Context: an optimization exercise on an open-source flow, tuned for small area. The choices shown serve that exercise and are no tape-out recipe. At most, simulation tests tie the RTL to the original design; equivalence was not proved. For runs 3 to 5, only the layout was checked, not whether the RTL still works. No activity file was given, so power comes from the tool's default toggle rates.

**flow/config.mk**
```make
export PLATFORM = sky130hd
export DESIGN_NAME = trigCoincTop
export DESIGN_NICKNAME = trigCoincTop
export VERILOG_FILES = /design/flow/design.v
export SDC_FILE = /design/flow/constraint.sdc
export NUM_CORES = 4
export LEC_CHECK = 0
export CAP_MARGIN = 20
export CORE_MARGIN = 2
export CORE_UTILIZATION = 40
export SLEW_MARGIN = 20
```
**flow/constraint.sdc**
```tcl
create_clock -name core_clock -period 5.0 [get_ports {proc_clk}]
set_input_delay 1.0000 -clock core_clock [delete_from_list [all_inputs] [get_ports {proc_clk}]]
set_output_delay 1.0000 -clock core_clock [all_outputs]
set_load 0.01 [all_outputs]
```
**flow/design.v**
```verilog
`default_nettype none
package trigPkg;
   localparam int NUM_LANES  = 4;
   localparam int LANE_WIDTH = 16;
   localparam int SUM_WIDTH  = 8;
   localparam int ADDR_WIDTH = 9;
   localparam int DATA_WIDTH = 32;
   localparam logic [DATA_WIDTH-1:0] SYS_REVISION = 32'hB100_0001;
   localparam logic [DATA_WIDTH-1:0] BLOCK_FILL   = 32'h0000_0123;
   localparam logic [ADDR_WIDTH-1:0] REG_CSR          = 9'h000;
   localparam logic [ADDR_WIDTH-1:0] REG_VERSION      = 9'h001;
   localparam logic [ADDR_WIDTH-1:0] REG_OUTBLOCK     = 9'h003;
   localparam logic [ADDR_WIDTH-1:0] REG_COINC_RESULT = 9'h005;
   localparam logic [ADDR_WIDTH-1:0] REG_CLEAR        = 9'h009;
   localparam logic [ADDR_WIDTH-1:0] REG_NUMTRIG_LO   = 9'h00A;
   localparam logic [ADDR_WIDTH-1:0] REG_NUMTRIG_HI   = 9'h00B;
   localparam logic [ADDR_WIDTH-1:0] REG_TICKS_LO     = 9'h00C;
   localparam logic [ADDR_WIDTH-1:0] REG_TICKS_HI     = 9'h00D;
   localparam logic [ADDR_WIDTH-1:0] REG_COINC_MASK   = 9'h108;
   localparam logic [ADDR_WIDTH-1:0] REG_MULT_MASK    = 9'h110;
   localparam logic [ADDR_WIDTH-1:0] REG_PATTERN      = 9'h118;
   localparam logic [ADDR_WIDTH-1:0] REG_THRESHOLD    = 9'h120;
   localparam logic [1:0] BLK_CONFIG  = 2'd0;
   localparam logic [1:0] BLK_RESULTS = 2'd1;
endpackage
`default_nettype wire
`timescale 1ns/1ps
`default_nettype none
import trigPkg::*;
module trigLane
#(
   parameter int LANE_WIDTH = trigPkg::LANE_WIDTH
)
(
   input  logic [LANE_WIDTH-1:0] laneIn,
   input  logic [LANE_WIDTH-1:0] coincMask,
   input  logic [LANE_WIDTH-1:0] multMask,
   input  logic [LANE_WIDTH-1:0] pattern,
   input  logic [SUM_WIDTH-1:0]  threshold,
   output logic                  coincHit,
   output logic                  multHit,
   output logic [4:0]            sum
);
   function automatic logic [1:0] fullAdd(input logic a, input logic b, input logic c);
      fullAdd = {(a & b) | (a & c) | (b & c), a ^ b ^ c};
   endfunction
   function automatic logic [4:0] popCount16(input logic [15:0] x);
      logic [1:0] l1 [5];
      logic [1:0] t1, t2, e, u1, u2, u3, g, v, w;
      for (int k = 0; k < 5; k++)
         l1[k] = fullAdd(x[3*k], x[3*k+1], x[3*k+2]);
      t1 = fullAdd(l1[0][0], l1[1][0], l1[2][0]);
      t2 = fullAdd(l1[3][0], l1[4][0], x[15]);
      e  = {t1[0] & t2[0], t1[0] ^ t2[0]};
      u1 = fullAdd(l1[0][1], l1[1][1], l1[2][1]);
      u2 = fullAdd(l1[3][1], l1[4][1], t1[1]);
      u3 = fullAdd(t2[1], e[1], u1[0]);
      g  = {u2[0] & u3[0], u2[0] ^ u3[0]};
      v  = fullAdd(u1[1], u2[1], u3[1]);
      w  = {v[0] & g[1], v[0] ^ g[1]};
      popCount16 = {v[1] & w[1], v[1] ^ w[1], w[0], g[0], e[0]};
   endfunction
   assign coincHit = (laneIn & coincMask) == pattern;
   assign sum      = popCount16(laneIn & multMask);
   assign multHit  = (threshold[7:5] == 3'd0) && (sum >= threshold[4:0]);
endmodule
`default_nettype wire
`timescale 1ns/1ps
`default_nettype none
import trigPkg::*;
module trigCoincTop
#(
   parameter int NUM_LANES  = trigPkg::NUM_LANES,
   parameter int LANE_WIDTH = trigPkg::LANE_WIDTH
)
(
   input  logic                            proc_clk,
   input  logic                            rstN,
   input  logic                            busWrEn,
   input  logic                            busRdEn,
   input  logic [DATA_WIDTH/8-1:0]         busWstrb,
   input  logic [ADDR_WIDTH-1:0]           busAddr,
   input  logic [DATA_WIDTH-1:0]           busWrData,
   input  logic [NUM_LANES*LANE_WIDTH-1:0] trigIn,
   input  logic                            fastTrig,
   output logic [DATA_WIDTH-1:0]           rdData,
   output logic                            rdValid
);
   logic [15:0]           csrReg;
   logic [1:0]            outBlock;
   logic [LANE_WIDTH-1:0] coincMask [NUM_LANES];
   logic [LANE_WIDTH-1:0] multMask  [NUM_LANES];
   logic [LANE_WIDTH-1:0] pattern   [NUM_LANES];
   logic [SUM_WIDTH-1:0]  threshold [NUM_LANES];
   logic                  counterClr;
   logic [DATA_WIDTH-1:0] wrData;
   assign wrData = busWrData & {DATA_WIDTH{rstN}};
   function automatic logic wrByte(
      input logic [ADDR_WIDTH-1:0] addr,
      input int                    b
   );
      wrByte = !rstN || (busWrEn && busAddr == addr && busWstrb[b]);
   endfunction
   always_ff @(posedge proc_clk)
   begin
      for (int b = 0; b < 2; b++)
      begin
         if (wrByte(REG_CSR, b))
            csrReg[8*b +: 8] <= wrData[8*b +: 8];
      end
      if (wrByte(REG_OUTBLOCK, 0))
         outBlock <= wrData[1:0];
      for (int i = 0; i < NUM_LANES; i++)
      begin
         for (int b = 0; b < 2; b++)
         begin
            if (wrByte(REG_COINC_MASK + ADDR_WIDTH'(i), b))
               coincMask[i][8*b +: 8] <= wrData[8*b +: 8];
            if (wrByte(REG_MULT_MASK + ADDR_WIDTH'(i), b))
               multMask[i][8*b +: 8] <= wrData[8*b +: 8];
            if (wrByte(REG_PATTERN + ADDR_WIDTH'(i), b))
               pattern[i][8*b +: 8] <= wrData[8*b +: 8];
         end
         if (wrByte(REG_THRESHOLD + ADDR_WIDTH'(i), 0))
            threshold[i] <= wrData[7:0];
      end
   end
   always_ff @(posedge proc_clk)
   begin
      counterClr <= rstN && busWrEn && (busAddr == REG_CLEAR);
      rdValid    <= rstN && busRdEn;
   end
   logic [NUM_LANES-1:0] coincHit;
   logic [NUM_LANES-1:0] multHit;
   logic [4:0]           sum [NUM_LANES];
   for (genvar i = 0; i < NUM_LANES; i++)
   begin : genLane
      trigLane #(
         .LANE_WIDTH (LANE_WIDTH)
      ) uLane (
         .laneIn    (trigIn[i*LANE_WIDTH +: LANE_WIDTH]),
         .coincMask (coincMask[i]),
         .multMask  (multMask[i]),
         .pattern   (pattern[i]),
         .threshold (threshold[i]),
         .coincHit  (coincHit[i]),
         .multHit   (multHit[i]),
         .sum       (sum[i])
      );
   end
   logic        ftA;
   logic        ftB;
   logic [63:0] numTrig;
   logic [63:0] runTicks;
   function automatic logic [63:0] inc64(input logic [63:0] q);
      logic c;
      c = 1'b1;
      for (int i = 0; i < 64; i++)
      begin
         inc64[i] = q[i] ^ c;
         c        = c & q[i];
      end
   endfunction
   always_ff @(posedge proc_clk)
   begin
      ftA <= rstN && fastTrig;
      ftB <= rstN && ftA;
   end
   always_ff @(posedge proc_clk)
   begin
      if (!rstN || counterClr)
      begin
         runTicks <= '0;
         numTrig  <= '0;
      end
      else
      begin
         if (busWrEn && busAddr == REG_TICKS_LO)
         begin
            for (int b = 0; b < 4; b++)
               if (busWstrb[b])
                  runTicks[8*b +: 8] <= busWrData[8*b +: 8];
         end
         else if (busWrEn && busAddr == REG_TICKS_HI)
         begin
            for (int b = 0; b < 4; b++)
               if (busWstrb[b])
                  runTicks[32 + 8*b +: 8] <= busWrData[8*b +: 8];
         end
         else
            runTicks <= inc64(runTicks);
         if (busWrEn && busAddr == REG_NUMTRIG_LO)
         begin
            for (int b = 0; b < 4; b++)
               if (busWstrb[b])
                  numTrig[8*b +: 8] <= busWrData[8*b +: 8];
         end
         else if (busWrEn && busAddr == REG_NUMTRIG_HI)
         begin
            for (int b = 0; b < 4; b++)
               if (busWstrb[b])
                  numTrig[32 + 8*b +: 8] <= busWrData[8*b +: 8];
         end
         else if (ftA && !ftB)
            numTrig <= inc64(numTrig);
      end
   end
   logic [DATA_WIDTH-1:0] cfgWord;
   logic [DATA_WIDTH-1:0] resultWord;
   always_comb
   begin
      case (busAddr)
         REG_CSR:      cfgWord = DATA_WIDTH'(csrReg);
         REG_OUTBLOCK: cfgWord = DATA_WIDTH'(outBlock);
         default:      cfgWord = '0;
      endcase
      for (int i = 0; i < NUM_LANES; i++)
      begin
         if (busAddr == REG_COINC_MASK + ADDR_WIDTH'(i))
            cfgWord = DATA_WIDTH'(coincMask[i]);
         if (busAddr == REG_MULT_MASK + ADDR_WIDTH'(i))
            cfgWord = DATA_WIDTH'(multMask[i]);
         if (busAddr == REG_PATTERN + ADDR_WIDTH'(i))
            cfgWord = DATA_WIDTH'(pattern[i]);
         if (busAddr == REG_THRESHOLD + ADDR_WIDTH'(i))
            cfgWord = DATA_WIDTH'(threshold[i]);
      end
   end
   always_comb
   begin
      case (busAddr)
         REG_CSR:          resultWord = DATA_WIDTH'(csrReg[0]);
         REG_VERSION:      resultWord = SYS_REVISION;
         REG_COINC_RESULT: resultWord = DATA_WIDTH'({4'd0, multHit, 4'd0, coincHit});
         REG_NUMTRIG_LO:   resultWord = numTrig[31:0];
         REG_NUMTRIG_HI:   resultWord = numTrig[63:32];
         REG_TICKS_LO:     resultWord = runTicks[31:0];
         REG_TICKS_HI:     resultWord = runTicks[63:32];
         default:          resultWord = '0;
      endcase
      for (int i = 0; i < NUM_LANES; i++)
      begin
         if (busAddr == REG_MULT_MASK + ADDR_WIDTH'(i))
            resultWord = DATA_WIDTH'(sum[i]);
      end
   end
   always_ff @(posedge proc_clk)
   begin
      case (outBlock)
         BLK_CONFIG:  rdData <= cfgWord;
         BLK_RESULTS: rdData <= resultWord;
         default:     rdData <= BLOCK_FILL;
      endcase
   end
endmodule
`default_nettype wire
```
**flow/run.sh**
```bash
#!/bin/bash
# synth_recipe.tcl (not shown) runs the flow's synth.tcl, then flattens the netlist and writes it again
# the make line also repeats each setting of config.mk as NAME=value (left out here)
make -C /OpenROAD-flow-scripts/flow DESIGN_CONFIG=/design/flow/config.mk WORK_HOME=/design/flow/orfs CLKGATE_MAP_FILE= SYNTH_SCRIPT=/design/flow/synth_recipe.tcl finish
```
==> out/metrics.yaml, run 1 <==
synth-seq-cells: 406
wl_per_cell_um: 25.3
hold-worst-slack_ns: 0.466
post-place-ws_ns: -5.55
fin_nets: 2702
status: "finished with violations"
p_per_area_mw_per_mm2: 319
drt_first_pass_iters: 5
fp.dieW_um: 239
post_drt_via_cell_ratio: 5.93
check.faults: "negative setup slack"
hp-class: "reg2reg"
grt_pass1_vias: 18700
drv_cap: 0
htree_levels: 2
avgSynthCellArea_sq_um: 10.6
clockBufferDepth: 3
core_region_area_sq_mm: 0.0549
worst_path_max_delay_cell: "dfxtp_2"
min_period_ns: 10.52
ir_drop_v: 0.000252
setup_tns_ns: -209.33
setup_viol_count_final: 73
final_util_pct: 52.7
drv_slew: 0
rsz0062_at_grt: "yes"
post_cts_buffers: 0
ys_seq_area_share_pct: 47.8
place_congestion: 0.928
startpoint_type: "flop"
root_buffer: "clkbuf_16"
relSlewSlack_pct: 18.0
gr-total-overflow: 0
max_slew.worst_pin.slew_ns: 1.23
crit_type: "reg2reg"
io_pins: 147
drive_above_1_share_pct: 20.8
drc: 0
grt_util_all_layers_pct: 27.7
critPathRequiredTime_ns: 5.45
postLayoutCellArea_sq_mm: 0.0289
synth_edf_count: 242
synthToLayoutAreaGrowth_pct: 31.0
die-area_sq_mm: 0.0571
antenna_found_initial: 4
p_int_mw: 6.72
skew_ns: 0.0193
dieHeight_um: 239
synthCells: 2088
routed_wl_um: 79300
switching_power_mw: 2.50
numClockSinks: 406
clock_latency_ns: 0.60
initial_core_util_pct: 40.3
clk_pin_slew_worst_paths_ns: 0.06
port_buffers: 146
grt_max_degree: 85
grt_pass1_wl_um: 117000
seqPwrFrac_pct: 42.6
dp.cells: 3036
worstPathArrival_ns: 10.96
yosys_most_used_dff: "edfxtp_1"
tritoncts.num_buffers: 49
p_leak_nw: 10.5
row_count: 86
place_hpwl_um: 59000
r2r_setup_slack_ns: -5.52
stdcell_count: 3128
max_freq_mhz: 95.1
ant_nets: 0
dpl-instance-area_sq_mm: 0.0271
fin_total_pwr_mw: 9.22
cp-end-kind: "flop"
p_sw_share_pct: 27.2
cts_tree: "done"
pwr-share-clk_pct: 39.5
worst_slack_ns: -5.52
period_share_pct: 210
drt_iter0_markers: 2008
hold_viol: 0
cp_max_fo: 2
ys_warn_count: 12
cp_common_cell: "ha_4"
pwr-share-comb_pct: 17.9
route.vias.total: 18600
max_stage_delay_ns: 0.33
syn_area_sq_mm: 0.0221
synth.distinct_cells: 80
async_flop_share_pct: 0
==> registers in the layout, summed over array words and instances, names as in the netlist <==
name,flops
ftB,1
runTicks,64
csrReg,16
rdValid,1
pattern,64
threshold,32
multMask,64
coincMask,64
counterClr,1
outBlock,2
rdData,32
numTrig,64
ftA,1
==> logic make-up (layout without fill, tap and decap cells) <==
group | after synthesis | in the layout | synth area share, %
DFF | 406 | 406 | 47.8
AOI/OAI and AO/OA | 474 | 474 | 15.8
adders and majority gates | 204 | 204 | 13.0
buffers and inverters | 184 | 519 | 3.53
other | 0 | 1 | 0
xor gates and xnor gates | 65 | 65 | 2.58
and+or+nand+nor | 700 | 700 | 14.8
muxes | 55 | 55 | 2.49
==> final timing paths <==
path	start	cells past startpoint	to
setup / recovery	numTrig[1]	65	numTrig[63]
hold / removal	ftA	1	ftB
setup reg to reg	numTrig[1]	65	numTrig[63]
hold reg to reg	ftA	1	ftB
==> cells in the mapped netlist, types with 8 or more instances <==
cell	number	area, sq um
edfxtp_1	242	7270
a222oi_1	29	290
nor3_1	20	100
nor4_1	16	100
fa_1	44	881
nor2_1	198	743
xnor2_1	33	289
mux2i_1	55	551
o211ai_1	8	60.1
nand2_1	289	1080
a221o_1	9	90.1
nand3_1	29	145
clkbuf_1	61	229
buf_2	47	235
a22oi_1	27	203
and2_1	64	400
o221ai_1	20	175
o22ai_1	8	50.1
ha_1	160	2000
o21ai_0	77	385
o21a_1	9	67.6
dfxtp_1	164	3280
a311oi_1	70	613
nand4_1	13	81.3
a21oi_1	59	295
a211oi_1	70	526
inv_1	67	251
a221oi_1	35	307
xor2_1	32	280
nand2b_1	10	62.6
==> cells in the final DEF (no fill, tap or decap), drive strengths merged, types with 19 or more instances in the layout <==
master	synthesis	routed
nand2	294	294
edfxtp	242	242
buf	56	217
nor2	203	203
dfxtp	164	164
ha	160	160
clkdlybuf4s50	0	145
o21ai	82	82
a311oi	70	70
a211oi	70	70
inv	67	69
clkbuf	61	69
and2	65	65
a21oi	59	59
mux2i	55	55
fa	44	44
a221oi	35	35
xnor2	33	33
xor2	32	32
a222oi	29	29
nand3	29	29
nor3	28	28
a22oi	27	27
o221ai	20	20
nor4	19	19
==> timing repair <==
item,4_1_cts,5_1_grt
hold buffers,0,0
pin swaps,14,26
endpoints found under the setup margin,77,81
gates resized for setup,14,33
==> power groups by stage <==
stage / clock [mW] / sequential [mW] / combinational, mW
2_1_floorplan: 0 / 3.94 / 0.818
3_3_place_gp: 0 / 3.98 / 1.53
3_5_place_dp: 0 / 3.99 / 1.56
4_1_cts: 3.70 / 3.92 / 1.62
5_1_grt: 3.84 / 3.94 / 1.80
6_report: 3.65 / 3.93 / 1.65
==> worst max-delay path, delay by kind of cell (launching register included) <==
kind                       cells  cell delay, ns
AOI/OAI and AO/OA              2            0.21
DFF                            1            0.33
and+or+nand+nor                1            0.13
adders and majority gates     62            9.66
==> cell type report <==
type                    instances  area, sq um
diodes                          1         2.50
clock buffers                  69         1420
clock inverters                21          210
fillers                      4828        25900
inverters                      67          251
multi-input cells            1498        12500
flip-flops and latches        406        10600
well taps                     704          881
repair buffers                362         3080
==> routing by layer <==
metal / GRT usage, % / wire (um) / vias to the layer above
met3: 4.95 / 5930 / 176
met2: 47.1 / 38600 / 779
met1: 34.6 / 31300 / 9210
met5: 0 / 28 / -
met4: 11.5 / 3440 / 4
li1: - / - / 8382
==> run 2: changes to the inputs <==
--- a/flow/design.v
+++ b/flow/design.v
@@ -153,13 +153,4 @@
    logic [63:0] numTrig;
    logic [63:0] runTicks;
-   function automatic logic [63:0] inc64(input logic [63:0] q);
-      logic c;
-      c = 1'b1;
-      for (int i = 0; i < 64; i++)
-      begin
-         inc64[i] = q[i] ^ c;
-         c        = c & q[i];
-      end
-   endfunction
    always_ff @(posedge proc_clk)
    begin
@@ -167,41 +158,46 @@
       ftB <= rstN && ftA;
    end
-   always_ff @(posedge proc_clk)
-   begin
-      if (!rstN || counterClr)
-      begin
-         runTicks <= '0;
-         numTrig  <= '0;
-      end
-      else
-      begin
-         if (busWrEn && busAddr == REG_TICKS_LO)
+   logic        cntZero;
+   logic [31:0] cntData;
+   logic        ldTickLo, ldTickHi, ldTrigLo, ldTrigHi;
+   logic [7:0]  tickSel;
+   logic [7:0]  trigSel;
+   logic [63:0] tickInc;
+   logic [63:0] trigInc;
+   assign cntZero  = !rstN || counterClr;
+   assign cntData  = busWrData & {32{!cntZero}};
+   assign ldTickLo = busWrEn && busAddr == REG_TICKS_LO;
+   assign ldTickHi = busWrEn && busAddr == REG_TICKS_HI;
+   assign ldTrigLo = busWrEn && busAddr == REG_NUMTRIG_LO;
+   assign ldTrigHi = busWrEn && busAddr == REG_NUMTRIG_HI;
+   for (genvar b = 0; b < 4; b++)
+   begin : genSel
+      assign tickSel[b]     = cntZero || (ldTickLo && busWstrb[b]);
+      assign tickSel[b + 4] = cntZero || (ldTickHi && busWstrb[b]);
+      assign trigSel[b]     = cntZero || (ldTrigLo && busWstrb[b]);
+      assign trigSel[b + 4] = cntZero || (ldTrigHi && busWstrb[b]);
+   end
+   function automatic logic [63:0] inc64(input logic [63:0] q, input logic cin);
+      logic c;
+      for (int k = 0; k < 16; k++)
+      begin
+         c = cin;
+         for (int j = 0; j < k; j++)
+            c = c & (&q[4*j +: 4]);
+         for (int i = 4*k; i < 4*k + 4; i++)
          begin
-            for (int b = 0; b < 4; b++)
-               if (busWstrb[b])
-                  runTicks[8*b +: 8] <= busWrData[8*b +: 8];
+            inc64[i] = q[i] ^ c;
+            c        = c & q[i];
          end
-         else if (busWrEn && busAddr == REG_TICKS_HI)
-         begin
-            for (int b = 0; b < 4; b++)
-               if (busWstrb[b])
-                  runTicks[32 + 8*b +: 8] <= busWrData[8*b +: 8];
-         end
-         else
-            runTicks <= inc64(runTicks);
-         if (busWrEn && busAddr == REG_NUMTRIG_LO)
-         begin
-            for (int b = 0; b < 4; b++)
-               if (busWstrb[b])
-                  numTrig[8*b +: 8] <= busWrData[8*b +: 8];
-         end
-         else if (busWrEn && busAddr == REG_NUMTRIG_HI)
-         begin
-            for (int b = 0; b < 4; b++)
-               if (busWstrb[b])
-                  numTrig[32 + 8*b +: 8] <= busWrData[8*b +: 8];
-         end
-         else if (ftA && !ftB)
-            numTrig <= inc64(numTrig);
+      end
+   endfunction
+   assign tickInc = inc64(runTicks, !(ldTickLo || ldTickHi));
+   assign trigInc = inc64(numTrig, ftA && !ftB && !(ldTrigLo || ldTrigHi));
+   always_ff @(posedge proc_clk)
+   begin
+      for (int i = 0; i < 64; i++)
+      begin
+         runTicks[i] <= tickSel[i/8] ? cntData[i%32] : tickInc[i];
+         numTrig[i]  <= trigSel[i/8] ? cntData[i%32] : trigInc[i];
       end
    end
==> run 2 against run 1 <==
Against the previous run:
- now clean on timing, DRC and antenna
- sequential cell count did not move
- synthesized cell count decreased by 5.2%
- count of clock-buffer cells in the layout fell by 2
- via count decreased by 5.5%
- global-route usage up 0.14 points
- sequential power decreased by 2%
- combinational power is 14% lower
==> out/metrics.yaml, run 2 <==
min_from: "ftA"  # unchanged
synth_edf_count: 242  # unchanged
grt_util_all_layers_pct: 27.8  # was 27.7%
drv_slew: 0  # unchanged
critPathRequiredTime_ns: 5.48  # was 5.45 ns
fillCellCount: 4770  # was 4828
rsz0062_at_grt: "no"  # was yes
cp_max_fo: 2  # unchanged
place_congestion: 0.942  # was 0.928
dieHeight_um: 233  # was 239 um
fin_nets: 2537  # was 2702
ant_nets: 0  # unchanged
yosysTopAreaCellShare_pct: 34.7  # was 32.9%
cts_hold_buf: 0  # unchanged
dpl-instance-area_sq_mm: 0.0242  # was 0.0271 sq mm
initial_core_util_pct: 40.7  # was 40.3%
port_buffers: 146  # unchanged
drc: 0  # unchanged
cp_top_family: "adder cells"  # unchanged
period_share_pct: 97.9  # was 210%
status: "complete, no violations"  # was finished with violations
max_stage_delay_ns: 0.57  # was 0.33 ns
yosys_most_used_dff: "edfxtp_1"  # unchanged
core_region_area_sq_mm: 0.0515  # was 0.0549 sq mm
layout_common_cells: "edfxtp_1 (242), nand2_1 (218), buf_4 (169)"  # was nand2_1 (275), edfxtp_1 (242), buf_4 (216)
synthCells: 1979  # was 2088
synthToLayoutAreaGrowth_pct: 23.2  # was 31.0%
ys_seq_area_share_pct: 50.4  # was 47.8%
avgSynthCellArea_sq_um: 10.6  # about the same
grt_pass1_vias: 17500  # was 18700
post_cts_buffers: 0  # unchanged
skew_ns: 0.0347  # was 0.0193 ns
reg2reg_from: "multMask[0][11]"  # was numTrig[1]
p_per_area_mw_per_mm2: 338  # was 319 mW/mm^2
final_util_pct: 50.1  # was 52.7%
fp.dieW_um: 233  # was 239 um
synthTopCellsByArea: "edfxtp_1 (35%), dfxtp_1 (16%), ha_1 (7.9%)"  # was edfxtp_1 (33%), dfxtp_1 (15%), ha_1 (9.1%)
min_period_ns: 4.90  # was 10.52 ns
stdcell_count: 2964  # was 3128
cp-end-kind: "flop"  # unchanged
row_count: 83  # was 86
ys_warn_count: 12  # unchanged
hp-class: "reg2reg"  # unchanged
setup_tns_ns: 0  # was -209.33 ns
grt_max_degree: 65  # was 85
worst_path_max_delay_cell: "fa_2"  # was dfxtp_2
drv_cap: 0  # unchanged
root_buffer: "clkbuf_16"  # unchanged
postLayoutCellArea_sq_mm: 0.0258  # was 0.0289 sq mm
yosysMostFrequentCell: "edfxtp_1"  # was nand2_1
tritoncts.num_buffers: 47  # was 49
syn_area_sq_mm: 0.0209  # was 0.0221 sq mm
crit_chain: "clkdlybuf4s50_1 -> and2_1 -> fa_1 -> inv_1 -> fa_1 -> inv_1 -> ha_1 -> fa_2 -> fa_2 -> ha_4 -> ha_1 -> nor2b_1 -> o21ai_1 -> a211o_1 -> a21oi_1 -> or4_1"
numClockSinks: 406  # unchanged
post_drt_via_cell_ratio: 5.91  # was 5.93
setup_viol_count_final: 0  # was 73
async_flop_share_pct: 0  # unchanged
max_slew.worst_pin.slew_ns: 1.17  # was 1.23 ns
synth_common_cells: "edfxtp_1 (242), nand2_1 (218), dfxtp_1 (164)"  # was nand2_1 (289), edfxtp_1 (242), nor2_1 (198)
final_common_cell: "edfxtp_1"  # was nand2_1
startpoint_type: "input port"  # was flop
gr-total-overflow: 0  # unchanged
clockBufferDepth: 3  # unchanged
ir_drop_v: 0.000267  # was 0.000252 V
synth-seq-cells: 406  # unchanged
relSlewSlack_pct: 22.2  # was 18.0%
routed_wl_um: 75500  # was 79300 um
place_hpwl_um: 56800  # was 59000 um
clock_latency_ns: 0.60  # about the same
drt_first_pass_iters: 8  # was 5
htree_levels: 2  # unchanged
dp.cells: 2878  # was 3036
yosysTopAreaCell: "edfxtp_1"  # unchanged
hold_viol: 0  # unchanged
crit_type: "in2reg"  # was reg2reg
cp.buffers_inverters: 3  # was 0
clk_pin_slew_worst_paths_ns: 0.06  # about the same
grt_pass1_wl_um: 111000  # was 117000 um
synth.distinct_cells: 66  # was 80
worstPathArrival_ns: 5.38  # was 10.96 ns
diodes: 0  # was 1
wl_per_cell_um: 25.5  # was 25.3 um
drive_above_1_share_pct: 12.2  # was 20.8%
drt_iter0_markers: 1891  # was 2008
antenna_found_initial: 1  # was 4
cts_tree: "done"  # unchanged
io_pins: 147  # unchanged
route.vias.total: 17500  # was 18600
die-area_sq_mm: 0.0542  # was 0.0571 sq mm
cp-startpoint: "trigIn[11]"  # was numTrig[1]
max_freq_mhz: 204  # was 95.1 MHz
p_leak_nw: 9.84  # was 10.5 nW
## run 2: cell families (layout without fill, tap and decap cells)
group	count (synthesis)	count (layout)	synth area share (%)
XOR/XNOR	96	96	4.01
AO/OA/AOI/OAI	457	457	14.4
flip-flops	406	406	50.4
AND/OR/NAND/NOR	665	665	15.9
buffers and inverters	179	484	3.28
adder cells (fa/ha/maj)	176	176	12.1
## run 2: timing repair
action,CTS,global route
pin swaps,4,6
gates resized for setup,3,10
setup endpoints to repair,2,5
## run 2: cell type report
type	instances	area [sq um]	area share, %
Sequential cell	406	10600	40.9
Timing Repair Buffer	316	2750	10.6
Multi-Input combinational cell	1394	9820	38.1
Clock inverter	19	164	0.635
Clock buffer	67	1360	5.28
Inverter	82	308	1.19
Tap cell	680	851	3.30
## run 2: layer usage
| metal | wire length (um) | track usage, % |
|---|---|---|
| met1 | 30300 | 35.3 |
| met5 | 13 | 0 |
| met3 | 5740 | 4.73 |
| met4 | 3710 | 13.2 |
| met2 | 35700 | 46.1 |
## run 2: where the power goes
part           internal [mW]  switching [mW]
combinational          0.641           0.782
sequential              3.74           0.123
clock                   2.00            1.44
total                   6.37            2.34
## run 2: metrics by stage
step	hold WS, ns	power, mW	setup slack (ns)
after floorplan	0.427	4.59	0.0754
after global placement	0.446	5.27	-0.694
after detailed placement	0.445	5.29	-0.808
after CTS	0.462	8.74	0.0103
after global routing	0.475	9.03	0.00905
final	0.452	8.72	0.103
## run 2: worst paths after layout
path | cells past startpoint | end | slack (ns)
hold / removal | 1 | ftB | 0.45
setup / recovery | 16 | rdData[8] | 0.10
setup reg to reg | 15 | rdData[8] | 0.52
hold reg to reg | 1 | ftB | 0.45
==> run 3: changes to the inputs <==
--- a/flow/design.v
+++ b/flow/design.v
@@ -45,19 +45,23 @@
       fullAdd = {(a & b) | (a & c) | (b & c), a ^ b ^ c};
    endfunction
+   function automatic logic [1:0] halfAdd(input logic a, input logic b);
+      halfAdd = {a & b, a ^ b};
+   endfunction
    function automatic logic [4:0] popCount16(input logic [15:0] x);
       logic [1:0] l1 [5];
-      logic [1:0] t1, t2, e, u1, u2, u3, g, v, w;
+      logic [1:0] a1, a2, d1, b0, g1, g2, f, m, p, q;
       for (int k = 0; k < 5; k++)
          l1[k] = fullAdd(x[3*k], x[3*k+1], x[3*k+2]);
-      t1 = fullAdd(l1[0][0], l1[1][0], l1[2][0]);
-      t2 = fullAdd(l1[3][0], l1[4][0], x[15]);
-      e  = {t1[0] & t2[0], t1[0] ^ t2[0]};
-      u1 = fullAdd(l1[0][1], l1[1][1], l1[2][1]);
-      u2 = fullAdd(l1[3][1], l1[4][1], t1[1]);
-      u3 = fullAdd(t2[1], e[1], u1[0]);
-      g  = {u2[0] & u3[0], u2[0] ^ u3[0]};
-      v  = fullAdd(u1[1], u2[1], u3[1]);
-      w  = {v[0] & g[1], v[0] ^ g[1]};
-      popCount16 = {v[1] & w[1], v[1] ^ w[1], w[0], g[0], e[0]};
+      a1 = fullAdd(l1[0][0], l1[1][0], l1[2][0]);
+      a2 = fullAdd(l1[3][0], l1[4][0], x[15]);
+      d1 = fullAdd(l1[0][1], l1[1][1], l1[2][1]);
+      b0 = halfAdd(a1[0], a2[0]);
+      g1 = fullAdd(a1[1], a2[1], d1[0]);
+      g2 = halfAdd(l1[3][1], l1[4][1]);
+      f  = fullAdd(b0[1], g1[0], g2[0]);
+      m  = fullAdd(d1[1], g1[1], g2[1]);
+      p  = halfAdd(f[1], m[0]);
+      q  = halfAdd(p[1], m[1]);
+      popCount16 = {q[1], q[0], p[0], f[0], b0[0]};
    endfunction
    assign coincHit = (laneIn & coincMask) == pattern;
==> flow/flow/run.sh (new file) <==
#!/bin/bash
# Own layout flow: the standard ORFS flow (standard.sh, unchanged synthesis),
# with single-drive port buffers, plain (not timing-driven) global placement and a
# clock tree of clkbuf_8 without dummy loads.
set -uo pipefail
cd "$(dirname "$0")/.."
bash standard.sh \
  "GPL_TIMING_DRIVEN=0" \
  "BUFFER_PORTS_ARGS=-buffer_cell sky130_fd_sc_hd__buf_1" \
  "CTS_ARGS=-sink_clustering_enable -repair_clock_nets -dont_use_dummy_load -buf_list sky130_fd_sc_hd__clkbuf_8 -sink_clustering_size 18 -sink_clustering_max_diameter 50" \
  finish > flow_make.log 2>&1
rc=$?
tail -40 flow_make.log
exit $rc
==> flow/standard.sh (new file) <==
#!/bin/bash
# synth_recipe.tcl (not shown) runs the flow's synth.tcl, then flattens the netlist and writes it again
# the make line also repeats each setting of config.mk as NAME=value (left out here)
make -C /OpenROAD-flow-scripts/flow DESIGN_CONFIG=/design/flow/config.mk WORK_HOME=/design/flow/orfs CLKGATE_MAP_FILE= SYNTH_SCRIPT=/design/flow/synth_recipe.tcl "${@:-finish}"
removed: flow/run.sh
==> run 3 against run 2 <==
Against the previous run:
- still clean
- synthesized area increased by 0.17%
- power decreased by 19%
- die area increased by 0.16%
- synthesized cell count increased by 0.76%
- critical endpoint unchanged
==> out/metrics.yaml, run 3 <==
row_count: 83  # unchanged
reg2reg_from: "multMask[0][8]"  # was multMask[0][11]
fin_nets: 2480  # was 2537
grt_pass1_vias: 17300  # was 17500
grt_max_degree: 20  # was 65
ys_seq_area_share_pct: 50.3  # was 50.4%
ys_warn_count: 12  # unchanged
antenna_found_initial: 3  # was 1
crit_type: "in2reg"  # unchanged
cts_hold_buf: 0  # unchanged
async_flop_share_pct: 0  # unchanged
hold-worst-slack_ns: 0.447  # was 0.452 ns
drv_cap: 0  # unchanged
core_region_area_sq_mm: 0.0516  # was 0.0515 sq mm
routed_wl_um: 74900  # was 75500 um
drt_iter0_markers: 1989  # was 1891
die-area_sq_mm: 0.0543  # was 0.0542 sq mm
synth_common_cells: "nand2_1 (252), edfxtp_1 (242), dfxtp_1 (164)"  # was edfxtp_1 (242), nand2_1 (218), dfxtp_1 (164)
setup_viol_count_final: 0  # unchanged
place_hpwl_um: 57800  # was 56800 um
worstPathArrival_ns: 5.21  # was 5.38 ns
min_period_ns: 4.63  # was 4.90 ns
max_freq_mhz: 216  # was 204 MHz
min_path_cells: 2  # was 1
startpoint_type: "input port"  # unchanged
grt_util_all_layers_pct: 27.6  # was 27.8%
hold_viol: 0  # unchanged
status: "complete, no violations"  # unchanged
r2r_setup_slack_ns: 0.41  # was 0.52 ns
yosysTopAreaCellShare_pct: 34.6  # was 34.7%
port_buffers: 139  # was 146
cts_tree: "done"  # unchanged
numClockSinks: 406  # unchanged
clock_latency_ns: 0.69  # was 0.60 ns
syn_area_sq_mm: 0.0210  # was 0.0209 sq mm
final_common_cell: "nand2_1"  # was edfxtp_1
wl_per_cell_um: 26.1  # was 25.5 um
synth_edf_count: 242  # unchanged
dieHeight_um: 233  # about the same
layout_common_cells: "nand2_1 (252), edfxtp_1 (242), dfxtp_1 (164)"  # was edfxtp_1 (242), nand2_1 (218), buf_4 (169)
yosysTopAreaCell: "edfxtp_1"  # unchanged
htree_levels: 2  # unchanged
period_share_pct: 92.6  # was 97.9%
route.vias.total: 17300  # was 17500
post_drt_via_cell_ratio: 6.05  # was 5.91
initial_core_util_pct: 40.7  # about the same
synthTopCellsByArea: "edfxtp_1 (35%), dfxtp_1 (16%), ha_1 (7.9%)"  # unchanged
synth-seq-cells: 406  # unchanged
drt_first_pass_iters: 6  # was 8
rr_endpoint: "rdData[8]"  # unchanged
cp_max_fo: 2  # unchanged
clockBufferDepth: 3  # unchanged
critPathRequiredTime_ns: 5.58  # was 5.48 ns
io_pins: 147  # unchanged
max_stage_delay_ns: 0.54  # was 0.57 ns
p_leak_nw: 8.59  # was 9.84 nW
gr-total-overflow: 0  # unchanged
rsz0062_at_grt: "no"  # unchanged
drive_above_1_share_pct: 5.26  # was 12.2%
tritoncts.num_buffers: 50  # was 47
skew_ns: 0.102  # was 0.0347 ns
crit_chain: "buf_1 -> and2_1 -> fa_1 -> inv_1 -> fa_1 -> inv_1 -> fa_1 -> inv_1 -> fa_1 -> inv_1 -> ha_1 -> ha_1 -> ha_1 -> o21ai_0 -> a211oi_1 -> nor2_1 -> o221ai_1"  # was clkdlybuf4s50_1 -> and2_1 -> fa_1 -> inv_1 -> fa_1 -> inv_1 -> ha_1 -> fa_2 -> fa_2 -> ha_4 -> ha_1 -> nor2b_1 -> o21ai_1 -> a211o_1 -> a21oi_1 -> or4_1
reg2reg_depth: 13  # was 15
avgSynthCellArea_sq_um: 10.5  # was 10.6 sq um
clk_pin_slew_worst_paths_ns: 0.10  # was 0.06 ns
worstHoldEndpoint: "rdData[30]"  # was ftB
root_buffer: "clkbuf_8"  # was clkbuf_16
synthCells: 1994  # was 1979
grt_pass1_wl_um: 109000  # was 111000 um
post_cts_buffers: 0  # unchanged
drc: 0  # unchanged
place_congestion: 0.970  # was 0.942
min_from: "runTicks[62]"  # was ftA
yosysMostFrequentCell: "nand2_1"  # was edfxtp_1
cts_resized: 0  # was 3
ir_drop_v: 0.000244  # was 0.000267 V
hp-class: "reg2reg"  # unchanged
worst_path_max_delay_cell: "a211oi_1"  # was fa_2
max_slew.worst_pin.slew_ns: 1.21  # was 1.17 ns
fin_total_pwr_mw: 7.06  # was 8.72 mW
cp-end-kind: "flop"  # unchanged
fp.dieW_um: 233  # about the same
synth.distinct_cells: 75  # was 66
yosys_most_used_dff: "edfxtp_1"  # unchanged
p_per_area_mw_per_mm2: 305  # was 338 mW/mm^2
fillCellCount: 4953  # was 4770
relSlewSlack_pct: 19.6  # was 22.2%
drv_slew: 0  # unchanged
ant_nets: 0  # unchanged
cp-startpoint: "trigIn[14]"  # was trigIn[11]
synthToLayoutAreaGrowth_pct: 10.2  # was 23.2%
## run 3: cell types whose count changed in the layout (fill, tap and decap cells not counted), moves of 29 or more
cell             before  now
buf_1                 0  145
xnor2_1              54   24
clkbuf_16            48    0
nand2_1             218  252
xor2_1               42   72
clkbuf_1             10   68
buf_4               169    4
clkdlybuf4s50_1     145    0
clkbuf_8              9   50
and2_1               56   27
o21ai_0             134   97
## run 3: power by group
group / total (mW) / internal [mW] / switching [mW]
Combinational: 1.15 / 0.410 / 0.741
Sequential: 3.85 / 3.74 / 0.115
Clock: 2.06 / 0.881 / 1.18
## run 3: metrics by stage
stage | util, % | setup WS [ns] | instance area [sq um] | setup TNS, ns | cells
4_1_cts | 44.8 | 0.447 | 23100 | 0 | 2868
5_1_grt | 44.8 | 0.202 | 23100 | 0 | 2868
3_5_place_dp | 43.5 | -0.265 | 22400 | -0.409 | 2818
3_3_place_gp | 43.3 | -0.288 | 22400 | -0.288 | 2813
6_report | 44.8 | 0.369 | 23100 | 0 | 2869
2_1_floorplan | - | 0.721 | 21000 | 0 | 1994
## run 3: how the worst max path moves through the flow
stage,end,slack [ns],depth (start not counted)
3_5_place_dp,rdData[8],-0.26,17
4_1_cts,rdData[8],0.45,13
5_1_grt,rdData[8],0.20,16
2_1_floorplan,rdData[9],0.72,14
6_report,rdData[8],0.37,17
3_3_place_gp,rdData[8],-0.29,14
## run 3: cell type report
class | instances | area [sq um] | share of cell area (%)
Timing Repair Buffer | 144 | 554 | 2.40
Antenna cell | 1 | 2.50 | 0.0108
Multi-Input combinational cell | 1391 | 9700 | 41.9
Inverter | 95 | 357 | 1.54
Clock buffer | 50 | 688 | 2.98
Buffer | 102 | 427 | 1.84
Tap cell | 680 | 851 | 3.68
Sequential cell | 406 | 10600 | 45.6
## run 3: cells by family (layout without fill, tap and decap cells)
logic type / count (synthesis) / count (layout) / share of synthesized area (%)
AO/OA/AOI/OAI: 454 / 454 / 14.4
XOR/XNOR: 96 / 96 / 4.01
multiplexers: 1 / 1 / 0.0477
other: 0 / 1 / 0
AND/OR/NAND/NOR: 664 / 664 / 15.5
buffers and inverters: 197 / 391 / 3.73
adder cells (fa/ha/maj): 176 / 176 / 12.1
flip-flops: 406 / 406 / 50.3
## run 3: worst max-delay path: cells and delay by family
family	cells	cell delay (ns)
buffers and inverters	5	0.38
AND/OR/NAND/NOR	2	0.41
AO/OA/AOI/OAI	3	0.98
adder cells (fa/ha/maj)	7	2.41
## run 3: layer usage
metal  routed length, um  global-route usage [%]  vias to the layer above
met5                  10                       0                        -
met4                3330                    12.6                        2
li1                    -                       -                     7748
met3                6470                    5.13                      188
met2               35000                    45.5                      913
met1               30100                    35.1                     8496
==> run 4: changes to the inputs <==
==> flow/flow/run.sh (replaced) <==
#!/bin/bash
# Own layout flow: the standard ORFS flow (standard.sh, unchanged synthesis),
# with synthesis buffers removed at floorplan, single-drive port buffers, plain (not timing-driven) global placement and a
# clock tree of clkbuf_8 without dummy loads.
set -uo pipefail
cd "$(dirname "$0")/.."
bash standard.sh \
  "GPL_TIMING_DRIVEN=0" "REMOVE_ABC_BUFFERS=1" \
  "BUFFER_PORTS_ARGS=-buffer_cell sky130_fd_sc_hd__buf_1" \
  "CTS_ARGS=-sink_clustering_enable -repair_clock_nets -dont_use_dummy_load -buf_list sky130_fd_sc_hd__clkbuf_8 -sink_clustering_size 18 -sink_clustering_max_diameter 50" \
  finish > flow_make.log 2>&1
rc=$?
tail -40 flow_make.log
exit $rc
==> run 4 against run 3 <==
Against the previous run:
- still clean on timing, DRC and antenna
- worst hold slack gained 0.018 ns
- sequential power about the same
- clock skew is 0.021 ns lower
- critical endpoint is now runTicks[63]
- largest power group unchanged
- highest routed layer is now met4
==> out/metrics.yaml, run 4 <==
setup_viol_count_final: 0  # unchanged
synth-seq-cells: 406  # unchanged
max_freq_mhz: 224  # was 216 MHz
route.vias.total: 17100  # was 17300
layout_common_cells: "nand2_1 (252), edfxtp_1 (242), dfxtp_1 (164)"  # unchanged
cp_top_family: "simple AND/OR/NAND/NOR gates"  # was adder cells
clockBufferDepth: 3  # unchanged
rsz0062_at_grt: "no"  # unchanged
yosysTopAreaCell: "edfxtp_1"  # unchanged
numClockSinks: 406  # unchanged
ir_drop_v: 0.000188  # was 0.000244 V
drc: 0  # unchanged
post_drt_via_cell_ratio: 6.11  # was 6.05
synth_common_cells: "nand2_1 (252), edfxtp_1 (242), dfxtp_1 (164)"  # unchanged
drv_slew: 0  # unchanged
max_slew.worst_pin.slew_ns: 1.16  # was 1.21 ns
yosys_most_used_dff: "edfxtp_1"  # unchanged
drt_iter0_markers: 1988  # was 1989
place_congestion: 0.920  # was 0.970
crit_chain: "buf_1 -> nor3_2 -> nand2_1 -> o41ai_2 -> nor4_2 -> nand2_1 -> or4_1 -> nor4_1 -> ha_1 -> ha_1 -> ha_1 -> xnor2_1 -> a211oi_1"  # was buf_1 -> and2_1 -> fa_1 -> inv_1 -> fa_1 -> inv_1 -> fa_1 -> inv_1 -> fa_1 -> inv_1 -> ha_1 -> ha_1 -> ha_1 -> o21ai_0 -> a211oi_1 -> nor2_1 -> o221ai_1
synthToLayoutAreaGrowth_pct: 10.1  # was 10.2%
clock_latency_ns: 0.67  # was 0.69 ns
cts_hold_buf: 0  # unchanged
grt_pass1_wl_um: 104000  # was 109000 um
port_buffers: 146  # was 139
fp.dieW_um: 233  # unchanged
min_path_cells: 1  # was 2
cp_max_fo: 9  # was 2
stdcell_count: 2801  # was 2869
htree_levels: 2  # unchanged
startpoint_type: "input port"  # unchanged
ys_seq_area_share_pct: 50.3  # unchanged
reg2reg_depth: 11  # was 13
reg2reg_from: "multMask[2][1]"  # was multMask[0][8]
hp-class: "reg2reg"  # unchanged
row_count: 83  # unchanged
yosysMostFrequentCell: "nand2_1"  # unchanged
max_stage_delay_ns: 0.77  # was 0.54 ns
cp.buffers_inverters: 1  # was 5
cts_resized: 0  # unchanged
grt_util_all_layers_pct: 25.9  # was 27.6%
rr_endpoint: "rdData[4]"  # was rdData[8]
die-area_sq_mm: 0.0543  # unchanged
cp_common_cell: "ha_1"
clk_pin_slew_worst_paths_ns: 0.07  # was 0.10 ns
postLayoutCellArea_sq_mm: 0.0231  # about the same
place_hpwl_um: 52600  # was 57800 um
synth.distinct_cells: 75  # unchanged
worstPathArrival_ns: 5.05  # was 5.21 ns
cts_tree: "done"  # unchanged
period_share_pct: 89.4  # was 92.6%
ys_warn_count: 12  # unchanged
p_leak_nw: 8.59  # about the same
crit_type: "in2reg"  # unchanged
dieHeight_um: 233  # unchanged
avgSynthCellArea_sq_um: 10.5  # unchanged
min_from: "ftA"  # was runTicks[62]
wl_per_cell_um: 25.4  # was 26.1 um
synthCells: 1994  # unchanged
ant_nets: 0  # unchanged
yosysTopAreaCellShare_pct: 34.6  # unchanged
worst_path_max_delay_cell: "or4_1"  # was a211oi_1
antenna_found_initial: 1  # was 3
core_region_area_sq_mm: 0.0516  # unchanged
io_pins: 147  # unchanged
synth_edf_count: 242  # unchanged
initial_core_util_pct: 40.7  # unchanged
dpl-instance-area_sq_mm: 0.0224  # about the same
drv_cap: 0  # unchanged
drive_above_1_share_pct: 6.28  # was 5.26%
fin_nets: 2411  # was 2480
relSlewSlack_pct: 22.7  # was 19.6%
drt_first_pass_iters: 6  # unchanged
cp-end-kind: "flop"  # unchanged
status: "complete, no violations"  # unchanged
grt_pass1_vias: 16700  # was 17300
async_flop_share_pct: 0  # unchanged
synthTopCellsByArea: "edfxtp_1 (35%), dfxtp_1 (16%), ha_1 (7.9%)"  # unchanged
critPathRequiredTime_ns: 5.58  # about the same
grt_max_degree: 65  # was 20
worstHoldEndpoint: "ftB"  # was rdData[30]
final_common_cell: "nand2_1"  # unchanged
syn_area_sq_mm: 0.0210  # unchanged
min_period_ns: 4.47  # was 4.63 ns
dp.cells: 2750  # was 2818
skew_ns: 0.0808  # was 0.102 ns
hold_viol: 0  # unchanged
root_buffer: "clkbuf_8"  # unchanged
gr-total-overflow: 0  # unchanged
p_per_area_mw_per_mm2: 304  # was 305 mW/mm^2
routed_wl_um: 71000  # was 74900 um
post_cts_buffers: 0  # unchanged
tritoncts.num_buffers: 49  # was 50
r2r_setup_slack_ns: 0.70  # was 0.41 ns
==> run 4: cell counts after synthesis <==
Identical to the previous run, type by type.
==> run 4: worst max path at each step <==
stage | from | end | cells past startpoint
3_5_place_dp | busAddr[2] | runTicks[63] | 12
5_1_grt | busAddr[4] | runTicks[63] | 13
3_3_place_gp | busAddr[3] | runTicks[45] | 6
2_1_floorplan | busAddr[4] | runTicks[32] | 5
4_1_cts | busAddr[2] | runTicks[63] | 12
6_report | busAddr[4] | runTicks[63] | 13
==> run 4: layout make-up <==
class / instances / area [sq um]
multi-input combinational: 1391 / 9810
clock buffer: 49 / 674
antenna: 2 / 5.00
tap: 680 / 851
fill: 4927 / 28500
inverter: 95 / 357
timing repair buffer: 178 / 861
sequential: 406 / 10600
==> run 4: logic make-up after synthesis <==
| logic type | synth area share, % |
|---|---|
| AO/OA/AOI/OAI | 14.4 |
| XOR/XNOR | 4.01 |
| adder cells (fa/ha/maj) | 12.1 |
| buffers and inverters | 3.73 |
| flip-flops | 50.3 |
| multiplexers | 0.0477 |
| AND/OR/NAND/NOR | 15.5 |
==> run 4: worst register-to-register path, stage by stage (launching register included) <==
cell,delay [ns]
edfxtp_1,0.50
nand2_1,0.13
fa_1,0.42
inv_1,0.08
fa_1,0.44
fa_1,0.47
fa_1,0.50
ha_1,0.22
ha_1,0.21
o21ai_0,0.41
a31oi_1,0.12
or4b_1,0.63
==> run 4: routing by layer <==
metal  part of all wire, %  routed length [um]  GRT usage (%)  vias up
met4                   4.8                3380           12.1        0
met2                    47               33500           42.1      883
li1                      -                   -              -     7619
met3                   9.2                6560           6.25      182
met1                    39               27600           32.5     8424
met5                     0                   0              0        -
==> run 4: per-stage QoR <==
step	setup slack (ns)	util (%)	TNS (ns)	hold WS, ns	power, mW
global placement	-4.49	42.5	-357.23	0.457	5.00
finish	0.528	44.8	0	0.466	7.02
detailed placement	-0.0899	43.4	-0.155	0.467	5.04
global route	0.381	44.8	0	0.503	7.33
CTS	0.615	44.7	0	0.478	7.05
floorplan	-0.647	-	-19.76	0.436	4.54
==> run 4: power by group <==
part | switching [mW] | leakage [nW] | total, mW | internal [mW]
clock network | 1.16 | 0.352 | 2.03 | 0.865
logic | 0.735 | 4.58 | 1.14 | 0.408
registers | 0.115 | 3.66 | 3.85 | 3.74
==> run 5: changes to the inputs <==
--- a/flow/design.v
+++ b/flow/design.v
@@ -45,23 +45,19 @@
       fullAdd = {(a & b) | (a & c) | (b & c), a ^ b ^ c};
    endfunction
-   function automatic logic [1:0] halfAdd(input logic a, input logic b);
-      halfAdd = {a & b, a ^ b};
-   endfunction
    function automatic logic [4:0] popCount16(input logic [15:0] x);
       logic [1:0] l1 [5];
-      logic [1:0] a1, a2, d1, b0, g1, g2, f, m, p, q;
+      logic [1:0] t1, t2, e, u1, u2, u3, g, v, w;
       for (int k = 0; k < 5; k++)
          l1[k] = fullAdd(x[3*k], x[3*k+1], x[3*k+2]);
-      a1 = fullAdd(l1[0][0], l1[1][0], l1[2][0]);
-      a2 = fullAdd(l1[3][0], l1[4][0], x[15]);
-      d1 = fullAdd(l1[0][1], l1[1][1], l1[2][1]);
-      b0 = halfAdd(a1[0], a2[0]);
-      g1 = fullAdd(a1[1], a2[1], d1[0]);
-      g2 = halfAdd(l1[3][1], l1[4][1]);
-      f  = fullAdd(b0[1], g1[0], g2[0]);
-      m  = fullAdd(d1[1], g1[1], g2[1]);
-      p  = halfAdd(f[1], m[0]);
-      q  = halfAdd(p[1], m[1]);
-      popCount16 = {q[1], q[0], p[0], f[0], b0[0]};
+      t1 = fullAdd(l1[0][0], l1[1][0], l1[2][0]);
+      t2 = fullAdd(l1[3][0], l1[4][0], x[15]);
+      e  = {t1[0] & t2[0], t1[0] ^ t2[0]};
+      u1 = fullAdd(l1[0][1], l1[1][1], l1[2][1]);
+      u2 = fullAdd(l1[3][1], l1[4][1], t1[1]);
+      u3 = fullAdd(t2[1], e[1], u1[0]);
+      g  = {u2[0] & u3[0], u2[0] ^ u3[0]};
+      v  = fullAdd(u1[1], u2[1], u3[1]);
+      w  = {v[0] & g[1], v[0] ^ g[1]};
+      popCount16 = {v[1] & w[1], v[1] ^ w[1], w[0], g[0], e[0]};
    endfunction
    assign coincHit = (laneIn & coincMask) == pattern;
@@ -206,50 +202,37 @@
       end
    end
-   logic [DATA_WIDTH-1:0] cfgWord;
-   logic [DATA_WIDTH-1:0] resultWord;
+   logic cfgBlk, resBlk, fillBlk;
+   logic [DATA_WIDTH-1:0] rdNext;
+   assign cfgBlk  = outBlock == BLK_CONFIG;
+   assign resBlk  = outBlock == BLK_RESULTS;
+   assign fillBlk = outBlock[1];
+   function automatic logic at(input logic [ADDR_WIDTH-1:0] addr);
+      at = busAddr == addr;
+   endfunction
    always_comb
    begin
-      case (busAddr)
-         REG_CSR:      cfgWord = DATA_WIDTH'(csrReg);
-         REG_OUTBLOCK: cfgWord = DATA_WIDTH'(outBlock);
-         default:      cfgWord = '0;
-      endcase
+      rdNext = '0;
+      rdNext |= {DATA_WIDTH{fillBlk}} & BLOCK_FILL;
+      rdNext |= {DATA_WIDTH{cfgBlk && at(REG_CSR)}} & DATA_WIDTH'(csrReg);
+      rdNext |= {DATA_WIDTH{cfgBlk && at(REG_OUTBLOCK)}} & DATA_WIDTH'(outBlock);
       for (int i = 0; i < NUM_LANES; i++)
       begin
-         if (busAddr == REG_COINC_MASK + ADDR_WIDTH'(i))
-            cfgWord = DATA_WIDTH'(coincMask[i]);
-         if (busAddr == REG_MULT_MASK + ADDR_WIDTH'(i))
-            cfgWord = DATA_WIDTH'(multMask[i]);
-         if (busAddr == REG_PATTERN + ADDR_WIDTH'(i))
-            cfgWord = DATA_WIDTH'(pattern[i]);
-         if (busAddr == REG_THRESHOLD + ADDR_WIDTH'(i))
-            cfgWord = DATA_WIDTH'(threshold[i]);
-      end
-   end
-   always_comb
-   begin
-      case (busAddr)
-         REG_CSR:          resultWord = DATA_WIDTH'(csrReg[0]);
-         REG_VERSION:      resultWord = SYS_REVISION;
-         REG_COINC_RESULT: resultWord = DATA_WIDTH'({4'd0, multHit, 4'd0, coincHit});
-         REG_NUMTRIG_LO:   resultWord = numTrig[31:0];
-         REG_NUMTRIG_HI:   resultWord = numTrig[63:32];
-         REG_TICKS_LO:     resultWord = runTicks[31:0];
-         REG_TICKS_HI:     resultWord = runTicks[63:32];
-         default:          resultWord = '0;
-      endcase
-      for (int i = 0; i < NUM_LANES; i++)
-      begin
-         if (busAddr == REG_MULT_MASK + ADDR_WIDTH'(i))
-            resultWord = DATA_WIDTH'(sum[i]);
-      end
-   end
-   always_ff @(posedge proc_clk)
-   begin
-      case (outBlock)
-         BLK_CONFIG:  rdData <= cfgWord;
-         BLK_RESULTS: rdData <= resultWord;
-         default:     rdData <= BLOCK_FILL;
-      endcase
+         rdNext |= {DATA_WIDTH{cfgBlk && at(REG_COINC_MASK + ADDR_WIDTH'(i))}} & DATA_WIDTH'(coincMask[i]);
+         rdNext |= {DATA_WIDTH{cfgBlk && at(REG_MULT_MASK + ADDR_WIDTH'(i))}} & DATA_WIDTH'(multMask[i]);
+         rdNext |= {DATA_WIDTH{cfgBlk && at(REG_PATTERN + ADDR_WIDTH'(i))}} & DATA_WIDTH'(pattern[i]);
+         rdNext |= {DATA_WIDTH{cfgBlk && at(REG_THRESHOLD + ADDR_WIDTH'(i))}} & DATA_WIDTH'(threshold[i]);
+         rdNext |= {DATA_WIDTH{resBlk && at(REG_MULT_MASK + ADDR_WIDTH'(i))}} & DATA_WIDTH'(sum[i]);
+      end
+      rdNext |= {DATA_WIDTH{resBlk && at(REG_CSR)}} & DATA_WIDTH'(csrReg[0]);
+      rdNext |= {DATA_WIDTH{resBlk && at(REG_VERSION)}} & SYS_REVISION;
+      rdNext |= {DATA_WIDTH{resBlk && at(REG_COINC_RESULT)}} & DATA_WIDTH'({4'd0, multHit, 4'd0, coincHit});
+      rdNext |= {DATA_WIDTH{resBlk && at(REG_NUMTRIG_LO)}} & numTrig[31:0];
+      rdNext |= {DATA_WIDTH{resBlk && at(REG_NUMTRIG_HI)}} & numTrig[63:32];
+      rdNext |= {DATA_WIDTH{resBlk && at(REG_TICKS_LO)}} & runTicks[31:0];
+      rdNext |= {DATA_WIDTH{resBlk && at(REG_TICKS_HI)}} & runTicks[63:32];
+   end
+   always_ff @(posedge proc_clk)
+   begin
+      rdData <= rdNext;
    end
 endmodule
--- a/flow/config.mk
+++ b/flow/config.mk
@@ -6,4 +6,5 @@
 export NUM_CORES = 4
 export LEC_CHECK = 0
+export ABC_AREA = 1
 export CAP_MARGIN = 20
 export CORE_MARGIN = 2
==> run 5 against run 4 <==
Against the previous run:
- critical endpoint is now rdData[4]
- final cell count grew 6.3%
- sequential cell count did not move
- combinational power up 17%
- count of clock-buffer cells in the layout fell by 2
- largest cell class unchanged
==> out/metrics.yaml, run 5 <==
status: "complete, no violations"  # unchanged
numClockSinks: 406  # unchanged
grt_pass1_wl_um: 97100  # was 104000 um
tritoncts.num_buffers: 47  # was 49
synth_edf_count: 242  # unchanged
grt_util_all_layers_pct: 24.8  # was 25.9%
clock_latency_ns: 0.67  # about the same
fin_total_pwr_mw: 7.28  # was 7.02 mW
drc: 0  # unchanged
cp_common_cell: "fa_1"  # was ha_1
reg2reg_depth: 15  # was 11
seqPwrFrac_pct: 54.5  # was 54.9%
htree_levels: 2  # unchanged
fin_nets: 2585  # was 2411
synth-seq-cells: 406  # unchanged
drt_iter0_markers: 1543  # was 1988
p_per_area_mw_per_mm2: 319  # was 304 mW/mm^2
routed_wl_um: 66300  # was 71000 um
antenna_found_initial: 8  # was 1
fp.dieW_um: 232  # was 233 um
initial_core_util_pct: 40.4  # was 40.7%
max_slew.worst_pin.slew_ns: 1.28  # was 1.16 ns
row_count: 83  # unchanged
drv_slew: 0  # unchanged
final_common_cell: "nand2_1"  # unchanged
dieHeight_um: 232  # was 233 um
async_flop_share_pct: 0  # unchanged
clockBufferDepth: 3  # unchanged
die-area_sq_mm: 0.0536  # was 0.0543 sq mm
yosysTopAreaCellShare_pct: 35.1  # was 34.6%
cts_resized: 0  # unchanged
final_util_pct: 44.5  # was 44.8%
r2r_setup_slack_ns: 0.21  # was 0.70 ns
syn_area_sq_mm: 0.0207  # was 0.0210 sq mm
setup_tns_ns: 0  # unchanged
min_from: "ftA"  # unchanged
root_buffer: "clkbuf_8"  # unchanged
cts_tree: "done"  # unchanged
post_cts_buffers: 0  # unchanged
startpoint_type: "input port"  # unchanged
drive_above_1_share_pct: 5.10  # was 6.28%
pwr-share-clk_pct: 27.2  # was 28.8%
synthToLayoutAreaGrowth_pct: 10.1  # about the same
layout_common_cells: "nand2_1 (537), inv_1 (296), edfxtp_1 (242)"  # was nand2_1 (252), edfxtp_1 (242), dfxtp_1 (164)
p_sw_share_pct: 29.4  # was 28.6%
reg2reg_from: "multMask[2][5]"  # was multMask[2][1]
yosysMostFrequentCell: "nand2_1"  # unchanged
rr_endpoint: "rdData[4]"  # unchanged
worstHoldEndpoint: "ftB"  # unchanged
ys_warn_count: 12  # unchanged
grt_max_degree: 32  # was 65
avgSynthCellArea_sq_um: 9.72  # was 10.5 sq um
drv_cap: 0  # unchanged
hp-class: "reg2reg"  # unchanged
max_stage_delay_ns: 0.78  # was 0.77 ns
synthTopCellsByArea: "edfxtp_1 (35%), dfxtp_1 (16%), nand2_1 (9.7%)"  # was edfxtp_1 (35%), dfxtp_1 (16%), ha_1 (7.9%)
yosysTopAreaCell: "edfxtp_1"  # unchanged
io_pins: 147  # unchanged
skew_ns: 0.0801  # was 0.0808 ns
max_freq_mhz: 204  # was 224 MHz
core_region_area_sq_mm: 0.0513  # was 0.0516 sq mm
route.vias.total: 15900  # was 17100
yosys_most_used_dff: "edfxtp_1"  # unchanged
synth_common_cells: "nand2_1 (537), inv_1 (296), edfxtp_1 (242)"  # was nand2_1 (252), edfxtp_1 (242), dfxtp_1 (164)
ant_nets: 0  # unchanged
switching_power_mw: 2.14  # was 2.01 mW
ir_drop_v: 0.000189  # was 0.000188 V
drt_first_pass_iters: 6  # unchanged
post_drt_via_cell_ratio: 5.35  # was 6.11
gr-total-overflow: 0  # unchanged
synth.distinct_cells: 50  # was 75
min_period_ns: 4.90  # was 4.47 ns
rsz0062_at_grt: "no"  # unchanged
place_congestion: 0.986  # was 0.920
min_path_cells: 2  # was 1
place_hpwl_um: 51300  # was 52600 um
pwr-share-comb_pct: 18.2  # was 16.3%
worst_path_max_delay_cell: "a2111oi_1"  # was or4_1
port_buffers: 146  # unchanged
p_leak_nw: 9.96  # was 8.59 nW
hold-worst-slack_ns: 0.441  # was 0.466 ns
critPathRequiredTime_ns: 5.45  # was 5.58 ns
hold_viol: 0  # unchanged
setup_viol_count_final: 0  # unchanged
worstPathArrival_ns: 5.34  # was 5.05 ns
clk_pin_slew_worst_paths_ns: 0.09  # was 0.07 ns
crit_chain: "buf_1 -> nand2_1 -> inv_1 -> fa_1 -> inv_1 -> fa_1 -> inv_1 -> ha_1 -> fa_1 -> fa_1 -> ha_1 -> ha_1 -> nand2_1 -> nand4_1 -> a2111oi_1 -> nand4_1"  # was buf_1 -> nor3_2 -> nand2_1 -> o41ai_2 -> nor4_2 -> nand2_1 -> or4_1 -> nor4_1 -> ha_1 -> ha_1 -> ha_1 -> xnor2_1 -> a211oi_1
crit_type: "in2reg"  # unchanged
cp-end-kind: "flop"  # unchanged
p_int_mw: 5.14  # was 5.01 mW
period_share_pct: 97.9  # was 89.4%
cp_max_fo: 2  # was 9
grt_pass1_vias: 15600  # was 16700
ys_seq_area_share_pct: 50.9  # was 50.3%
synthCells: 2131  # was 1994
cts_hold_buf: 0  # unchanged
relSlewSlack_pct: 12.8  # was 22.7%
wl_per_cell_um: 22.3  # was 25.4 um
-- run 5: area by class of cell --
cell class,instances,area (sq um)
Antenna cell,5,12.5
Fill cell,5017,28500
Inverter,307,1150
Sequential cell,406,10600
Tap cell,680,851
Clock buffer,47,647
Timing Repair Buffer,164,748
Multi-Input combinational cell,1369,8840
-- run 5: cell families (layout without fill, tap and decap cells) --
logic type | after synthesis | count (layout) | synth area share, %
adder cells (fa/ha/maj) | 176 | 176 | 12.2
other | 0 | 5 | 0
flip-flops | 406 | 406 | 50.9
AND/OR/NAND/NOR | 759 | 759 | 16.0
AO/OA/AOI/OAI | 340 | 340 | 10.3
buffers and inverters | 356 | 518 | 6.62
XOR/XNOR | 94 | 94 | 3.97
-- run 5: routing by layer --
metal	up-vias	share of wire, %	GRT usage (%)	wire [um]
li1	7510	-	-	-
met1	7591	40	31.8	26800
met2	680	46	40.3	30800
met3	142	9.0	6.03	5950
met4	6	4.2	9.50	2800
met5	-	0.050	0	33
-- run 5: worst max-delay path: cells and delay by family --
| family | cells | cell delay (ns) |
|---|---|---|
| fa+ha+maj | 7 | 2.62 |
| compound gates | 1 | 0.78 |
| simple gates | 4 | 0.61 |
| buf+inv | 4 | 0.32 |
-- run 5: worst max-delay path by stage --
stage	depth (start not counted)	to	startpoint	slack [ns]
CTS	17	rdData[11]	trigIn[55]	0.15
detailed placement	17	rdData[11]	trigIn[55]	-0.52
global route	17	rdData[11]	trigIn[55]	0.006
floorplan	16	rdData[11]	trigIn[56]	0.41
global placement	6	numTrig[47]	rstN	-1.52
finish	16	rdData[4]	trigIn[40]	0.10
-- run 5: metrics by stage --
step	std cells	cell area, sq um	setup WS, ns
after detailed placement	2926	22100	-0.521
after CTS	2973	22800	0.154
after floorplan	2082	20500	0.406
after global placement	2908	21900	-1.52
after global routing	2973	22800	0.00604
final	2978	22800	0.103
-- run 5: power by group through the flow --
stage / Clock, mW / Sequential [mW] / Combinational, mW
2_1_floorplan: 0 / 3.99 / 0.834
3_3_place_gp: 0 / 4.03 / 1.27
3_5_place_dp: 0 / 4.04 / 1.31
4_1_cts: 2.02 / 3.96 / 1.32
5_1_grt: 2.14 / 3.99 / 1.49
6_report: 1.98 / 3.97 / 1.33

## what the ideal ports hide
How much do the figures lean on ideal ports? The routed layouts below were timed once more, with nothing changed but the port constraints. Step 1, drivers: a clkbuf_16 drives proc_clk and a buf_2 each remaining input, both assumed. Step 2 moves the port delays by t, midway between the first and last clock arrival at a register: inputs arrive t later, outputs are due t later. That takes back most of the time a late clock gives input paths. Three values: ideal ports, drivers, drivers and shift; two values: the first two.
run | t, ns | setup slack, ns | cell pins on the clock port's net
run 1 | 0.653 | -5.517 / -5.517 / -5.517 | 1
run 2 | 0.642 | 0.103 / 0.138 / -0.504 | 1
run 3 | 0.702 | 0.369 / 0.404 / -0.298 | 1
run 4 | 0.690 | 0.528 / 0.563 / -0.127 | 1
run 5 | 0.681 | 0.103 / 0.135 / -0.547 | 1
Met with ideal ports but missed after step 2: setup timing in run 2, run 3, run 4 and run 5. The setup slack of run 3, which loses most, moves by +0.035 ns with the drivers and by -0.667 ns with both steps.
